Background: an optimization exercise with open tools, aiming at small area. Do not read the settings as production practice. No functional check of the RTL was part of any run shown here. No activity file was given, so power comes from the tool's default toggle rates.

--- flow/design.v ---
`default_nettype none
package stackPkg;
    localparam int DEFAULT_ADDR_WIDTH = 7;    
    localparam int DATA_WIDTH = 8;
    typedef logic [DATA_WIDTH-1:0] dataWord;
endpackage
`default_nettype wire
`default_nettype none
package commandPkg;
    typedef logic [3:0] buttonCode;
    typedef enum logic [2:0] {
        cmdNone,
        cmdPush,      
        cmdPop,       
        cmdAdd,       
        cmdSub,       
        cmdTop,       
        cmdIncAddr,   
        cmdDecAddr    
    } calcCommand;
    localparam buttonCode BTN_RELEASED = 4'b0000;   
    localparam buttonCode BTN_CLEAR    = 4'b1010;   
    localparam buttonCode BTN_PUSH     = 4'b0001;
    localparam buttonCode BTN_POP      = 4'b0010;
    localparam buttonCode BTN_ADD      = 4'b0101;
    localparam buttonCode BTN_SUB      = 4'b0110;
    localparam buttonCode BTN_TOP      = 4'b1001;
    localparam buttonCode BTN_DEC_ADDR = 4'b1110;
    localparam buttonCode BTN_INC_ADDR = 4'b1101;
    typedef enum logic [3:0] {
        stIdle,
        stPushWrite,       
        stReadFirst,       
        stCaptureFirst,    
        stClearFirst,      
        stReadSecond,      
        stCaptureSecond,   
        stWriteResult,     
        stPopWrite         
    } seqState;
endpackage
`default_nettype wire
`default_nettype none
module stackMemory
(
    input  wire logic         CLK,
    input  wire logic [7:0]   tapWe,      
    input  wire logic [7:0]   wrData,     
    output logic [7:0][7:0]   tapRd       
);
    logic [7:0][15:0][7:0] ring;
    logic [7:0][15:0][7:0] ringNext;
    always_comb
    begin
        for (int r = 0; r < 8; r++)
        begin
            tapRd[r]       = ring[r][15];
            ringNext[r][0] = tapWe[r] ? wrData : ring[r][15];
            for (int s = 1; s < 16; s++)
                ringNext[r][s] = ring[r][s - 1];
        end
    end
    always_ff @(posedge CLK)
    begin
        ring <= ringNext;
    end
endmodule
`default_nettype wire
`default_nettype none
import stackPkg::*;
import commandPkg::*;
module stackCalculator
(
    input  wire logic      CLK,
    input  wire logic      rst,
    input  commandPkg::buttonCode      buttons,
    input  stackPkg::dataWord        switches,
    output logic [7:0]     leds,
    output stackPkg::dataWord        displayValue
);
    localparam logic [1:0] K_PUSH = 2'd0;    
    localparam logic [1:0] K_SHOW = 2'd1;    
    localparam logic [1:0] K_ADD  = 2'd2;    
    localparam logic [1:0] K_SUB  = 2'd3;    
    logic [3:0] phase;         
    logic       armed;
    logic [6:0] top;           
    logic [6:0] da;
    stackPkg::dataWord dv;     
    logic       pendZ;         
    logic       pendD;         
    logic       sFirst;        
    logic [1:0] kind;
    logic isPush, isPop, isAdd, isSub, isTop, isInc, isDec, isClear, isCmd, fire;
    assign isPush  = (buttons == BTN_PUSH);
    assign isPop   = (buttons == BTN_POP);
    assign isAdd   = (buttons == BTN_ADD);
    assign isSub   = (buttons == BTN_SUB);
    assign isTop   = (buttons == BTN_TOP);
    assign isInc   = (buttons == BTN_INC_ADDR);
    assign isDec   = (buttons == BTN_DEC_ADDR);
    assign isClear = (buttons == BTN_CLEAR);
    assign isCmd   = isPush | isPop | isAdd | isSub | isTop | isInc | isDec;
    assign fire    = armed & isCmd;
    logic empty, canCombine;
    assign empty      = (top == 7'd0);
    assign canCombine = (top != 7'd0) && (top != 7'h7F);
    logic [3:0] phaseNext;
    assign phaseNext = phase + 4'd1;
    logic [6:0] step;
    assign step = ((isInc || isDec) ? da : top) + ((isPush || isDec) ? 7'h7F : 7'd1);
    logic       hitZ, hitD;
    assign hitZ = pendZ && (phaseNext == top[3:0]);     
    assign hitD = pendD && (phase == da[3:0]);
    logic [2:0] tap;
    logic [7:0][7:0] tapRd;
    stackPkg::dataWord rd;
    assign tap = hitZ ? (top[6:4] - {2'd0, top[3:0] == 4'h0}) : da[6:4];
    assign rd  = tapRd[tap];
    logic isSubK;
    stackPkg::dataWord sum, result;
    assign isSubK = (kind == K_SUB);
    assign sum    = rd + dv + {7'd0, isSubK && !sFirst};     
    assign result = (isSubK && sFirst) ? ~sum : sum;         
    logic [6:0] topN, daN;
    logic       pendZN, pendDN, sFirstN, armedN;
    logic [1:0] kindN;
    stackPkg::dataWord dvN;
    logic       we;
    stackPkg::dataWord wrData;
    always_comb
    begin
        topN    = top;
        daN     = da;
        pendZN  = pendZ;
        pendDN  = pendD;
        sFirstN = sFirst;
        kindN   = kind;
        dvN     = dv;
        armedN  = armed;
        we      = 1'b0;
        wrData  = '0;
        if (buttons == BTN_RELEASED)
            armedN = 1'b1;
        else if (isCmd)
            armedN = 1'b0;
        if (fire)
        begin
            pendZN  = 1'b0;
            pendDN  = 1'b0;
            sFirstN = 1'b0;
            if (isPush)
            begin
                topN   = step;
                daN    = step;
                dvN    = switches;
                kindN  = K_PUSH;
                pendDN = 1'b1;
            end
            else if ((isPop && !empty) || ((isAdd || isSub) && canCombine))
            begin
                topN   = step;
                daN    = step;
                kindN  = isAdd ? K_ADD : (isSub ? K_SUB : K_SHOW);
                pendZN = 1'b1;
                pendDN = 1'b1;
            end
            else if (isTop)
            begin
                daN    = top;
                kindN  = K_SHOW;
                pendDN = 1'b1;
            end
            else if (isInc || isDec)
            begin
                daN    = step;
                kindN  = K_SHOW;
                pendDN = 1'b1;
            end
        end
        else if (hitZ)
        begin
            we     = 1'b1;
            pendZN = 1'b0;
            if (kind[1])
                dvN = sFirst ? result : (isSubK ? ~rd : rd);
        end
        else if (hitD)
        begin
            case (kind)
                K_PUSH:
                begin
                    we     = 1'b1;
                    wrData = switches;
                    pendDN = 1'b0;
                end
                K_SHOW:
                begin
                    dvN    = rd;
                    pendDN = 1'b0;
                end
                default:
                begin
                    if (pendZ)
                    begin
                        dvN     = isSubK ? ~rd : rd;     
                        sFirstN = 1'b1;
                    end
                    else
                    begin
                        we     = 1'b1;
                        wrData = sFirst ? dv : result;
                        pendDN = 1'b0;
                        if (!sFirst)
                            dvN = result;
                    end
                end
            endcase
        end
        if (isClear)
        begin
            topN = '0;
            daN  = '0;
            dvN  = '0;
        end
        if (rst)
        begin
            armedN = 1'b1;
            topN   = '0;
            daN    = '0;
            dvN    = '0;
            pendZN = 1'b0;
            pendDN = 1'b0;
        end
    end
    logic [7:0] tapWe;
    always_comb
    begin
        tapWe = '0;
        tapWe[tap] = we;
    end
    stackMemory i_stackMemory (
        .CLK    (CLK),
        .tapWe  (tapWe),
        .wrData (wrData),
        .tapRd  (tapRd)
    );
    always_ff @(posedge CLK)
    begin
        phase  <= phaseNext;
        armed  <= armedN;
        top    <= topN;
        da     <= daN;
        dv     <= dvN;
        pendZ  <= pendZN;
        pendD  <= pendDN;
        sFirst <= sFirstN;
        kind   <= kindN;
    end
    assign leds         = {empty, da};
    assign displayValue = dvN;
endmodule
`default_nettype wire
--- flow/flow/run.sh ---
#!/bin/bash
# The standard layout (standard.sh, unchanged synthesis), with two changes:
# clock tree synthesis without dummy loads, and power recovery (downsizing of
# gates off the critical paths) after global routing.
set -euo pipefail
export CTS_ARGS="-sink_clustering_enable -repair_clock_nets -dont_use_dummy_load -sink_clustering_size 18 -sink_clustering_max_diameter 50 -buf_list sky130_fd_sc_hd__clkbuf_8"
export RECOVER_POWER=100
bash standard.sh > standard.log 2>&1
--- flow/standard.sh ---
#!/bin/bash
# synth_recipe.tcl (not shown) runs the flow's synth.tcl, then flattens the netlist and writes it again
# the make line also repeats each setting of config.mk as NAME=value (left out here)
make -C /OpenROAD-flow-scripts/flow DESIGN_CONFIG=/design/flow/config.mk WORK_HOME=/design/flow/orfs CLKGATE_MAP_FILE= SYNTH_SCRIPT=/design/flow/synth_recipe.tcl "${@:-finish}"
--- flow/config.mk ---
export PLATFORM = sky130hd
export DESIGN_NAME = stackCalculator
export DESIGN_NICKNAME = stackCalculator
export VERILOG_FILES = /design/flow/design.v
export SDC_FILE = /design/flow/constraint.sdc
export NUM_CORES = 4
export LEC_CHECK = 0
export CAP_MARGIN = 20
export CORE_MARGIN = 2
export CORE_UTILIZATION = 40
export CTS_BUF_LIST = sky130_fd_sc_hd__clkbuf_8
export CTS_CLUSTER_DIAMETER = 50
export CTS_CLUSTER_SIZE = 18
export SLEW_MARGIN = 20
--- flow/constraint.sdc ---
create_clock -name core_clock -period 6.0 [get_ports {CLK}]
set_input_delay 1.2000 -clock core_clock [delete_from_list [all_inputs] [get_ports {CLK}]]
set_output_delay 1.2000 -clock core_clock [all_outputs]
set_load 0.01 [all_outputs]
==> impl_metrics.yaml, run 1 <==
synthesis:
  avgSynthCellArea_um2: 14.9
  synth-seq-area-share: 0.830
  synth_ff_type: "dfxtp_1"
  yosys_warnings: 2
  synth_cell_type_count: 80
  synth_top_area_frac: 0.828
  synthTopCellsByArea: "dfxtp_1 83%, mux2i_1 1.5%, o21ai_0 1.5%, nand2_1 1.4%, nor2_1 0.99%"
  synthCells: 1716
  syn-cell-area_um2: 25500
  yosysTopAreaCell: "dfxtp_1"
  synth_nets: 1748
  async_flop_share: 0
  ys_ff_latch: 1056
  synth_edf_count: 2
setup_path:
  reg2reg_from: "top[2]"
  reg2reg_depth: 24
  r2r-end: "i_stackMemory.ring[646]"
  startpoint_type: "flop"
  arrival_ns: 5.27
  criticalPathCategory: "reg -> out"
  end_kind: "output port"
  critPathRequiredTime_ns: 4.80
  r2r_slack_ns: 1.08
  cp_max_fo: 3
power:
  p_sw_mw: 2.11
  leakage_nw: 11.3
  p_clk_frac: 0.291
  swShare: 0.203
  pwr-share-seq: 0.676
  fin_total_pwr_mw: 10.4
  internal_power_mw: 8.30
  peakVddDrop_mv: 0.213
  power_frac_comb: 0.033
  power_density_nw_per_um2: 358
floorplan:
  rows: 92
  die_w_um: 256
  die-area_um2: 65700
  start_util: 0.404
  core_um2: 63100
  boundaryPins: 30
  chipHeight_um: 256
sta:
  hold-worst-slack_ns: 0.283
  period_minus_slack_ns: 6.47
  rsz0062_at_grt: "true"
  worst_pin_slew_ns: 1.82
  relSlewSlack: -0.218
  slew_violations: 17
  fin_ws_ns: -0.473
  hold_viol: 0
  setup_viol: 7
  finalCritPeriodShare: 1.08
  clock_skew_ns: 0.0652
  fmax_ghz: 0.154
clocking:
  htreeDepth: 3
  path_clk_slew_ns: 0.10
  cts-root-buf: "clkbuf_8"
  hold_buffers: 0
  cts_buffers: 75
  cts_tree: "built"
  cts_buffer_depth: 3
  worstSkewPairLatency_ns: 0.67
  cts_num_sinks: 1056
drt:
  via_per_inst: 4.45
  post_drt_wl_per_cell_um: 16.1
  wl_met1_um: 22100
  drt_pre_antenna_iters: 4
  remaining_drc_errors: 0
  wl_met2_um: 18000
  totalWireLength_um: 44200
  num_vias: 12200
  initialDrtViolationCount: 516
  wl_met3_um: 2520
  drtAntennaViolNets: 0
  top_layer: "met4"
global_route:
  grt_max_degree: 28
  grt_pass1_wl_um: 66900
  grt.overflow.total: 0
  grt.total_usage: 0.134
  antenna_found_initial: 0
  grt_pass1_vias: 11900
min_path:
  hp-class: "reg -> reg"
  min_path_cells: 0
  whs_endpoint: "i_stackMemory.ring[273]"
  hp-start: "i_stackMemory.ring[265]"
run_status:
  so.violations: "max-capacitance violations, max-slew violations, negative setup slack"
  outcome: "complete, but fails checks"
cells_and_area:
  drive_gt1_frac: 0.168
  area_growth_pct: 14.1
  final_cell_area_um2: 29100
  nNetsFinal: 1925
placement:
  dp_hpwl_um: 29200
  routabilityCongestion: 0.874
  dpl_cell_area_um2: 27500
  numPortBuffers: 29
  dp_slack_ns: -0.550
flow_run:
  drv_cap: 1
==> per-stage QoR <==
step	utilization	setup TNS [ns]	instances
after floorplan	-	0	1716
after global placement	0.435	-2.33	2653
after detailed placement	0.435	-2.61	2653
after CTS	0.456	-2.84	2731
after global routing	0.461	-4.04	2737
final	0.461	-2.19	2738
==> worst max-delay path by stage <==
stage	start	end	slack, ns	cells after the start
after global placement	top[0]	displayValue[4]	-0.46	26
after detailed placement	top[0]	displayValue[5]	-0.55	23
after CTS	top[3]	displayValue[5]	-0.55	22
after global routing	top[2]	displayValue[4]	-0.74	26
after floorplan	top[0]	displayValue[6]	0.02	24
final	top[2]	displayValue[6]	-0.47	24
==> placed cells by master (no fill, tap or decap), types with 5 or more instances in the layout <==
master           instances
mux4_2                   7
mux2i_1                 38
a21o_1                   9
inv_1                   35
o31a_1                  10
a31oi_1                 11
ha_1                     8
dfxtp_1               1049
a211oi_2                 5
dfxtp_2                  5
a32oi_1                 16
o221ai_1                 5
nand3_1                 23
nand4_1                  5
o21ai_0                 69
buf_6                   12
a211oi_1                 5
a221oi_2                 5
dlygate4sd3_1            9
nor2_1                  65
o21ai_2                  8
nand2_1                 88
a21oi_2                  8
xnor2_1                 21
clkbuf_8                75
nor3_1                   9
clkdlybuf4s50_1         12
buf_4                  106
mux2_2                   7
ha_4                     6
a21oi_1                 27
==> cell families after synthesis <==
family / synth area share
AOI/OAI and AO/OA: 0.0631
xor gates and xnor gates: 0.0136
adders and majority gates: 0.00972
buffers and inverters: 0.0141
DFF: 0.830
muxes: 0.0258
and+or+nand+nor: 0.0433
==> flip-flops by register name (all words and copies together) (netlist names) <==
signal,flops
phase,4
pendD,1
armed,1
dv,8
da,7
i_stackMemory.ring,1024
kind,2
sFirst,1
pendZ,1
top,7
==> area by class of cell <==
cell class	count	area, um2
repair buffers	145	1190
inverters	40	150
flip-flops and latches	1056	21200
well taps	846	1060
fillers	5664	34000
clock buffers	75	1030
diodes	1	2.50
multi-input cells	575	4480
==> what timing repair did <==
action,CTS,global route
gates resized for setup,96,60
setup endpoints to repair,8,8
pin swaps,38,34
endpoints found under the hold margin,0,0
setup buffers,4,6
==> worst max-delay path, cell delays in order, from the launching register on <==
cell,delay [ns]
dfxtp_2,0.33
nor4_4,0.29
ha_2,0.24
ha_4,0.16
buf_6,0.10
xor2_2,0.15
nand2_1,0.13
a2111oi_4,0.36
a311oi_2,0.08
a32oi_1,0.21
buf_4,0.16
o221ai_4,0.10
fa_2,0.37
inv_2,0.07
fa_2,0.20
a21o_1,0.13
a21oi_2,0.06
o21bai_1,0.24
a2111oi_2,0.12
a221oi_2,0.25
o21ai_2,0.12
mux2_2,0.27
o21ai_0,0.21
a221oi_2,0.09
buf_2,0.17
==> power by group through the flow <==
stage               logic [mW]  registers (mW)  clock network (mW)
finish                   0.344            7.03                3.03
global route             0.367            7.04                3.45
CTS                      0.314            7.03                3.17
detailed placement       0.286            7.19                   0
global placement         0.282            7.19                   0
floorplan                0.155            7.19                   0
==> Yosys cell counts (all sizes together) (4+ instances only) <==
master and count:
a2111oi 5, a211oi 10, a21o 9, a21oi 37, a221oi 7, a22o 4
a311oi 5, a31oi 16, a32oi 17, and2 4, and3 5, buf 19
clkbuf 26, dfxtp 1054, ha 15, inv 39, mux2 10, mux2i 38
mux4 7, nand2 93, nand3 25, nand4 5, nor2 69, nor2b 5
nor3 11, o21ai 79, o221ai 8, o31a 10, o31ai 5, or3 5
xnor2 28, xor2 5
==> metal layers <==
metal,global-route usage,up-vias
met5,0,-
met4,0.0530,0
met3,0.0378,112
met2,0.191,259
met1,0.191,5824
li1,-,5976
==> run 2: changes to the inputs <==
--- a/flow/design.v
+++ b/flow/design.v
@@ -107,9 +107,30 @@
     assign canCombine = (top != 7'd0) && (top != 7'h7F);
-    logic [3:0] phaseNext;
-    assign phaseNext = phase + 4'd1;
     logic [6:0] step;
     assign step = ((isInc || isDec) ? da : top) + ((isPush || isDec) ? 7'h7F : 7'd1);
-    logic       hitZ, hitD;
-    assign hitZ = pendZ && (phaseNext == top[3:0]);     
-    assign hitD = pendD && (phase == da[3:0]);
+    logic [3:0] phaseNext, topLoP1, daLoP1;
+    assign phaseNext = phase + 4'd1;
+    assign topLoP1   = top[3:0] + 4'd1;
+    assign daLoP1    = da[3:0] + 4'd1;
+    logic gM1, g0, gP1, hM1, h0, hP1;
+    assign gM1 = (phaseNext == top[3:0]);      
+    assign g0  = (phase == top[3:0]);          
+    assign gP1 = (phase == topLoP1);           
+    assign hM1 = (phaseNext == da[3:0]);       
+    assign h0  = (phase == da[3:0]);           
+    assign hP1 = (phase == daLoP1);            
+    logic [2:0] tapF, tapE;
+    always_comb
+    begin
+        tapF = top[6:4];
+        if (gM1 && top[3:0] == 4'h0)
+            tapF = top[6:4] - 3'd1;
+        else if (gP1 && top[3:0] == 4'hF)
+            tapF = top[6:4] + 3'd1;
+        tapE = da[6:4];
+        if (hM1 && da[3:0] == 4'h0)
+            tapE = da[6:4] - 3'd1;
+        else if (hP1 && da[3:0] == 4'hF)
+            tapE = da[6:4] + 3'd1;
+    end
+    logic       useE;
     logic [2:0] tap;
@@ -117,9 +138,22 @@
     stackPkg::dataWord rd;
-    assign tap = hitZ ? (top[6:4] - {2'd0, top[3:0] == 4'h0}) : da[6:4];
+    assign tap = useE ? tapE : tapF;
     assign rd  = tapRd[tap];
-    logic isSubK;
+    logic       popAdd, kPush, kShow, kArith, kSub, pZ, pD, sF;
+    assign popAdd = (isPop && !empty) || ((isAdd || isSub) && canCombine);
+    assign kPush  = fire ? isPush : (kind == K_PUSH);
+    assign kShow  = fire ? (isPop || isTop || isInc || isDec) : (kind == K_SHOW);
+    assign kArith = fire ? (isAdd || isSub) : kind[1];
+    assign kSub   = fire ? isSub : (kind == K_SUB);
+    assign pZ     = fire ? popAdd : pendZ;
+    assign pD     = fire ? (isPush || popAdd || isTop || isInc || isDec) : pendD;
+    assign sF     = !fire && sFirst;
+    logic hitZ, hitD;
+    assign hitZ = pZ && (fire ? g0 : hM1);
+    assign hitD = pD && (fire ? ((isPush && gM1) || (popAdd && gP1) || (isTop && g0) ||
+                                 (isInc && hP1) || (isDec && hM1))
+                              : h0);
+    assign useE = !fire || isInc || isDec;
     stackPkg::dataWord sum, result;
-    assign isSubK = (kind == K_SUB);
-    assign sum    = rd + dv + {7'd0, isSubK && !sFirst};     
-    assign result = (isSubK && sFirst) ? ~sum : sum;         
+    assign sum    = rd + dv + {7'd0, kSub && !sF};      
+    assign result = (kSub && sF) ? ~sum : sum;          
     logic [6:0] topN, daN;
@@ -129,2 +163,3 @@
     logic       we;
+    logic       wrZero;
     stackPkg::dataWord wrData;
@@ -134,5 +169,5 @@
         daN     = da;
-        pendZN  = pendZ;
-        pendDN  = pendD;
-        sFirstN = sFirst;
+        pendZN  = pZ;
+        pendDN  = pD;
+        sFirstN = sF;
         kindN   = kind;
@@ -141,3 +176,3 @@
         we      = 1'b0;
-        wrData  = '0;
+        wrZero  = 1'b0;
         if (buttons == BTN_RELEASED)
@@ -148,40 +183,22 @@
         begin
-            pendZN  = 1'b0;
-            pendDN  = 1'b0;
-            sFirstN = 1'b0;
+            kindN = isPush ? K_PUSH : (isAdd ? K_ADD : (isSub ? K_SUB : K_SHOW));
+            if (isPush || popAdd)
+            begin
+                topN = step;
+                daN  = step;
+            end
+            else if (isTop)
+                daN = top;
+            else if (isInc || isDec)
+                daN = step;
             if (isPush)
-            begin
-                topN   = step;
-                daN    = step;
-                dvN    = switches;
-                kindN  = K_PUSH;
-                pendDN = 1'b1;
-            end
-            else if ((isPop && !empty) || ((isAdd || isSub) && canCombine))
-            begin
-                topN   = step;
-                daN    = step;
-                kindN  = isAdd ? K_ADD : (isSub ? K_SUB : K_SHOW);
-                pendZN = 1'b1;
-                pendDN = 1'b1;
-            end
-            else if (isTop)
-            begin
-                daN    = top;
-                kindN  = K_SHOW;
-                pendDN = 1'b1;
-            end
-            else if (isInc || isDec)
-            begin
-                daN    = step;
-                kindN  = K_SHOW;
-                pendDN = 1'b1;
-            end
-        end
-        else if (hitZ)
+                dvN = switches;                  
+        end
+        if (hitZ)
         begin
             we     = 1'b1;
+            wrZero = 1'b1;
             pendZN = 1'b0;
-            if (kind[1])
-                dvN = sFirst ? result : (isSubK ? ~rd : rd);
+            if (kArith)
+                dvN = sF ? result : (kSub ? ~rd : rd);
         end
@@ -189,31 +206,24 @@
         begin
-            case (kind)
-                K_PUSH:
-                begin
-                    we     = 1'b1;
-                    wrData = switches;
-                    pendDN = 1'b0;
-                end
-                K_SHOW:
-                begin
-                    dvN    = rd;
-                    pendDN = 1'b0;
-                end
-                default:
-                begin
-                    if (pendZ)
-                    begin
-                        dvN     = isSubK ? ~rd : rd;     
-                        sFirstN = 1'b1;
-                    end
-                    else
-                    begin
-                        we     = 1'b1;
-                        wrData = sFirst ? dv : result;
-                        pendDN = 1'b0;
-                        if (!sFirst)
-                            dvN = result;
-                    end
-                end
-            endcase
+            if (kPush)
+            begin
+                we     = 1'b1;                   
+                pendDN = 1'b0;
+            end
+            else if (kShow)
+            begin
+                dvN    = rd;
+                pendDN = 1'b0;
+            end
+            else if (pZ)
+            begin
+                dvN     = kSub ? ~rd : rd;       
+                sFirstN = 1'b1;
+            end
+            else
+            begin
+                we     = 1'b1;
+                pendDN = 1'b0;
+                if (!sF)
+                    dvN = result;
+            end
         end
@@ -235,2 +245,3 @@
     end
+    assign wrData = wrZero ? '0 : dvN;
     logic [7:0] tapWe;
@@ -260,3 +271,3 @@
     assign leds         = {empty, da};
-    assign displayValue = dvN;
+    assign displayValue = dv;
 endmodule
==> flow/flow/run.sh (replaced) <==
#!/bin/bash
# The standard layout (standard.sh, unchanged synthesis), with these changes:
# the port buffers are the smallest buffer cell, clock tree synthesis uses no
# dummy loads, and power recovery (downsizing of gates off the critical paths)
# runs after global routing.
set -euo pipefail
export BUFFER_PORTS_ARGS="-buffer_cell sky130_fd_sc_hd__buf_1"
export CTS_ARGS="-sink_clustering_enable -repair_clock_nets -dont_use_dummy_load -sink_clustering_size 10 -sink_clustering_max_diameter 35 -buf_list sky130_fd_sc_hd__clkbuf_4"
export RECOVER_POWER=100
bash standard.sh > standard.log 2>&1
==> run 2 against run 1 <==
Fails layout checks on max-capacitance violations, max-slew violations. Sequential share of layout area up 1.7 points. Die area up 2.6%. Register-to-register slack got worse by 0.64 ns. Worst setup slack improved by 0.92 ns. Via count grew 4.3%. Area after synthesis increased by 2.6%. Critical path depth shrank 1. Utilization fell by 2.1 points. Maximum frequency increased by 17%.
==> impl_metrics.yaml, run 2 <==
synthesis:
  synth_top_area_frac: 0.807
  synth.most_common_cell: "dfxtp_1"
  yosys_warnings: 2
  syn-cell-area_um2: 26100
  synth-seq-area-share: 0.809
  async_flop_share: 0
  yosysTopAreaCell: "dfxtp_1"
  synthTopCellsByArea: "dfxtp_1 81%, mux2_2 2.8%, nand2_1 1.5%, mux2i_1 1.4%, ha_1 1.1%"
  synth_ff_type: "dfxtp_1"
  synthCells: 1779
  synth_cell_type_count: 78
  synth_nets: 1819
  yosys-top-cells-count: "1054 x dfxtp_1, 102 x nand2_1, 65 x mux2_2"
  avgSynthCellArea_um2: 14.7
  synth_edf_count: 2
  ys_ff_latch: 1056
floorplan:
  chipHeight_um: 260
  die-area_um2: 67400
  rows: 93
  die_w_um: 260
  boundaryPins: 30
  start_util: 0.405
  core_um2: 64600
setup_path:
  reg2reg_depth: 23
  arrival_ns: 6.32
  reg2reg_from: "top[1]"
  endpoint: "i_stackMemory.ring[647]"
  r2r_slack_ns: 0.44
  critPathRequiredTime_ns: 6.77
  r2r-end: "i_stackMemory.ring[647]"
  end_kind: "flop"
  criticalPathCategory: "reg -> reg"
  cp_max_fo: 30
  startpoint_type: "flop"
  startpoint: "top[1]"
global_route:
  grt.total_usage: 0.133
  grt.overflow.total: 0
  grt_pass1_wl_um: 68200
  grt_pass1_vias: 12400
  antenna_found_initial: 3
  grt_max_degree: 31
sta:
  period_minus_slack_ns: 5.56
  hold_viol: 0
  worst_pin_slew_ns: 1.75
  relSlewSlack: -0.178
  setup_viol: 0
  finalCritPeriodShare: 0.926
  clock_skew_ns: 0.110
  fmax_ghz: 0.180
  fin_ws_ns: 0.445
  slew_violations: 11
cells_and_area:
  top_regs: "i_stackMemory.ring (1024), dv (8)"
  mostFrequentLayoutCell: "dfxtp_1"
  largest_reg_flops: 1024
  area_growth_pct: 8.71
  regMostFlops: "i_stackMemory.ring"
  nNetsFinal: 1975
  final_cell_area_um2: 28400
  drive_gt1_frac: 0.120
  layout_common_cells: "1054 x dfxtp_1, 133 x clkbuf_4, 102 x nand2_1"
drt:
  remaining_drc_errors: 0
  post_drt_wl_per_cell_um: 15.6
  num_vias: 12700
  drt_pre_antenna_iters: 5
  totalWireLength_um: 43600
  drtAntennaViolNets: 0
  via_per_inst: 4.54
  initialDrtViolationCount: 669
clocking:
  hold_buffers: 0
  cts_num_sinks: 1056
  worstSkewPairLatency_ns: 0.98
  path_clk_slew_ns: 0.09
  cts_buffers: 133
  cts_tree: "built"
  cts_buffer_depth: 3
  cts-root-buf: "clkbuf_4"
  htreeDepth: 4
run_status:
  so.violations: "max-capacitance violations, max-slew violations"
  outcome: "complete, but fails checks"
power:
  fin_total_pwr_mw: 10.2
  peakVddDrop_mv: 0.161
  power_density_nw_per_um2: 360
  leakage_nw: 11.2
flow_run:
  drv_cap: 1
placement:
  routabilityCongestion: 0.875
  dpl_cell_area_um2: 27400
  dp_slack_ns: 0.163
  dp_hpwl_um: 28800
  numPortBuffers: 29
min_path:
  min_path_cells: 0
  hp-class: "reg -> reg"
-- run 2: cell types whose count changed after synthesis, moves of 9 or more --
cell and change:
inv_1 -12, mux2_2 +56, or4_1 +24, nand2_1 +9
a32oi_1 -17, o21ai_0 -54, xor2_1 +14, o2111ai_1 +24
nand4_1 +35
-- run 2: routing by layer --
metal,GRT usage,vias up,wire (um)
met4,0.0670,0,1390
li1,-,6279,-
met2,0.190,330,18500
met1,0.183,5992,21100
met3,0.0393,88,2550
met5,0,-,0
-- run 2: power breakdown --
group          leakage (nW)  total, mW  switching, mW  internal (mW)
Combinational          2.11      0.238          0.158         0.0807
Clock                 0.612       2.96           1.94           1.02
Sequential             8.50       7.03         0.0131           7.02
-- run 2: worst max-delay path, stage by stage (launching register included) --
cell and delay, ns:
dfxtp_1 0.40, inv_1 0.10, ha_1 0.13, or3b_1 0.41, or2_4 0.27, or4_1 0.51, o311ai_0 0.12, o22a_2 0.28
buf_6 0.24, nand2_1 0.10, nand4_1 0.10, nand4_1 0.20, inv_1 0.16, ha_1 0.23, nor2b_1 0.13, o21ai_0 0.22
a21oi_1 0.13, o41ai_1 0.33, xnor2_1 0.27, nor3_1 0.09, a22o_1 0.24, nor2_1 0.25, a31oi_4 0.17, mux2_2 0.30
-- run 2: layout make-up --
| class | instances | area (um2) |
|---|---|---|
| repair buffers | 72 | 413 |
| diodes | 7 | 17.5 |
| flip-flops and latches | 1056 | 21200 |
| multi-input cells | 645 | 4670 |
| clock buffers | 133 | 998 |
| inverters | 27 | 101 |
| well taps | 855 | 1070 |
| fillers | 5819 | 36200 |
-- run 2: what timing repair did --
action | CTS | global route
setup endpoints to repair | 0 | 17
resized for setup | 0 | 5
buffers inserted | 0 | 4
-- run 2: worst min-delay path by stage --
stage,startpoint,end,slack (ns)
after CTS,i_stackMemory.ring[27],i_stackMemory.ring[35],0.21
final,i_stackMemory.ring[27],i_stackMemory.ring[35],0.24
after floorplan,i_stackMemory.ring[992],i_stackMemory.ring[1000],0.31
after global routing,i_stackMemory.ring[27],i_stackMemory.ring[35],0.22
after detailed placement,i_stackMemory.ring[392],i_stackMemory.ring[400],0.31
after global placement,i_stackMemory.ring[81],i_stackMemory.ring[89],0.31
-- run 2: kinds of logic (layout without fill, tap and decap cells) --
kind of cell | Yosys count | count (layout) | share of synthesized area
buffers and inverters | 79 | 232 | 0.0126
XOR/XNOR | 46 | 46 | 0.0154
AND/OR/NAND/NOR | 316 | 316 | 0.0621
adder cells (fa/ha/maj) | 26 | 26 | 0.0133
AO/OA/AOI/OAI | 147 | 148 | 0.0411
flip-flops | 1056 | 1056 | 0.809
multiplexers | 109 | 109 | 0.0463
other | 0 | 7 | 0
-- run 2: stage by stage --
stage               utilization  setup TNS [ns]  std cells  hold slack, ns
global route              0.440         -0.0120       2795           0.216
finish                    0.440               0       2795           0.236
detailed placement        0.424               0       2650           0.312
global placement          0.424               0       2650           0.310
floorplan                     -               0       1779           0.310
CTS                       0.440               0       2783           0.212

separate check: timing with driven ports:
No port has a modelled driver above. Below, the same layouts with a new extraction and two added sets of constraints.
Step 1: set_driving_cell puts a clkbuf_16 on CLK and a buf_2 on each other input, an assumption about the parent block.
Step 2 moves the port delays by t, midway between the first and last clock arrival at a register: inputs arrive t later, outputs are due t later. That takes back most of the time a late clock gives input paths.
Slacks: ideal / step 1 / step 2; pairs: ideal / step 1.
run | t (ns) | slack for setup (ns) | worst register clock-pin slew, ns
run 1 | 0.689 | -0.473 / -0.526 / 0.163 | 0.10 / 0.10
run 2 | 0.968 | 0.445 / 0.445 / 0.197 | 0.10 / 0.10
The setup slack of run 2, which loses most, moves by 0.000 ns with the drivers and by -0.248 ns with both steps.
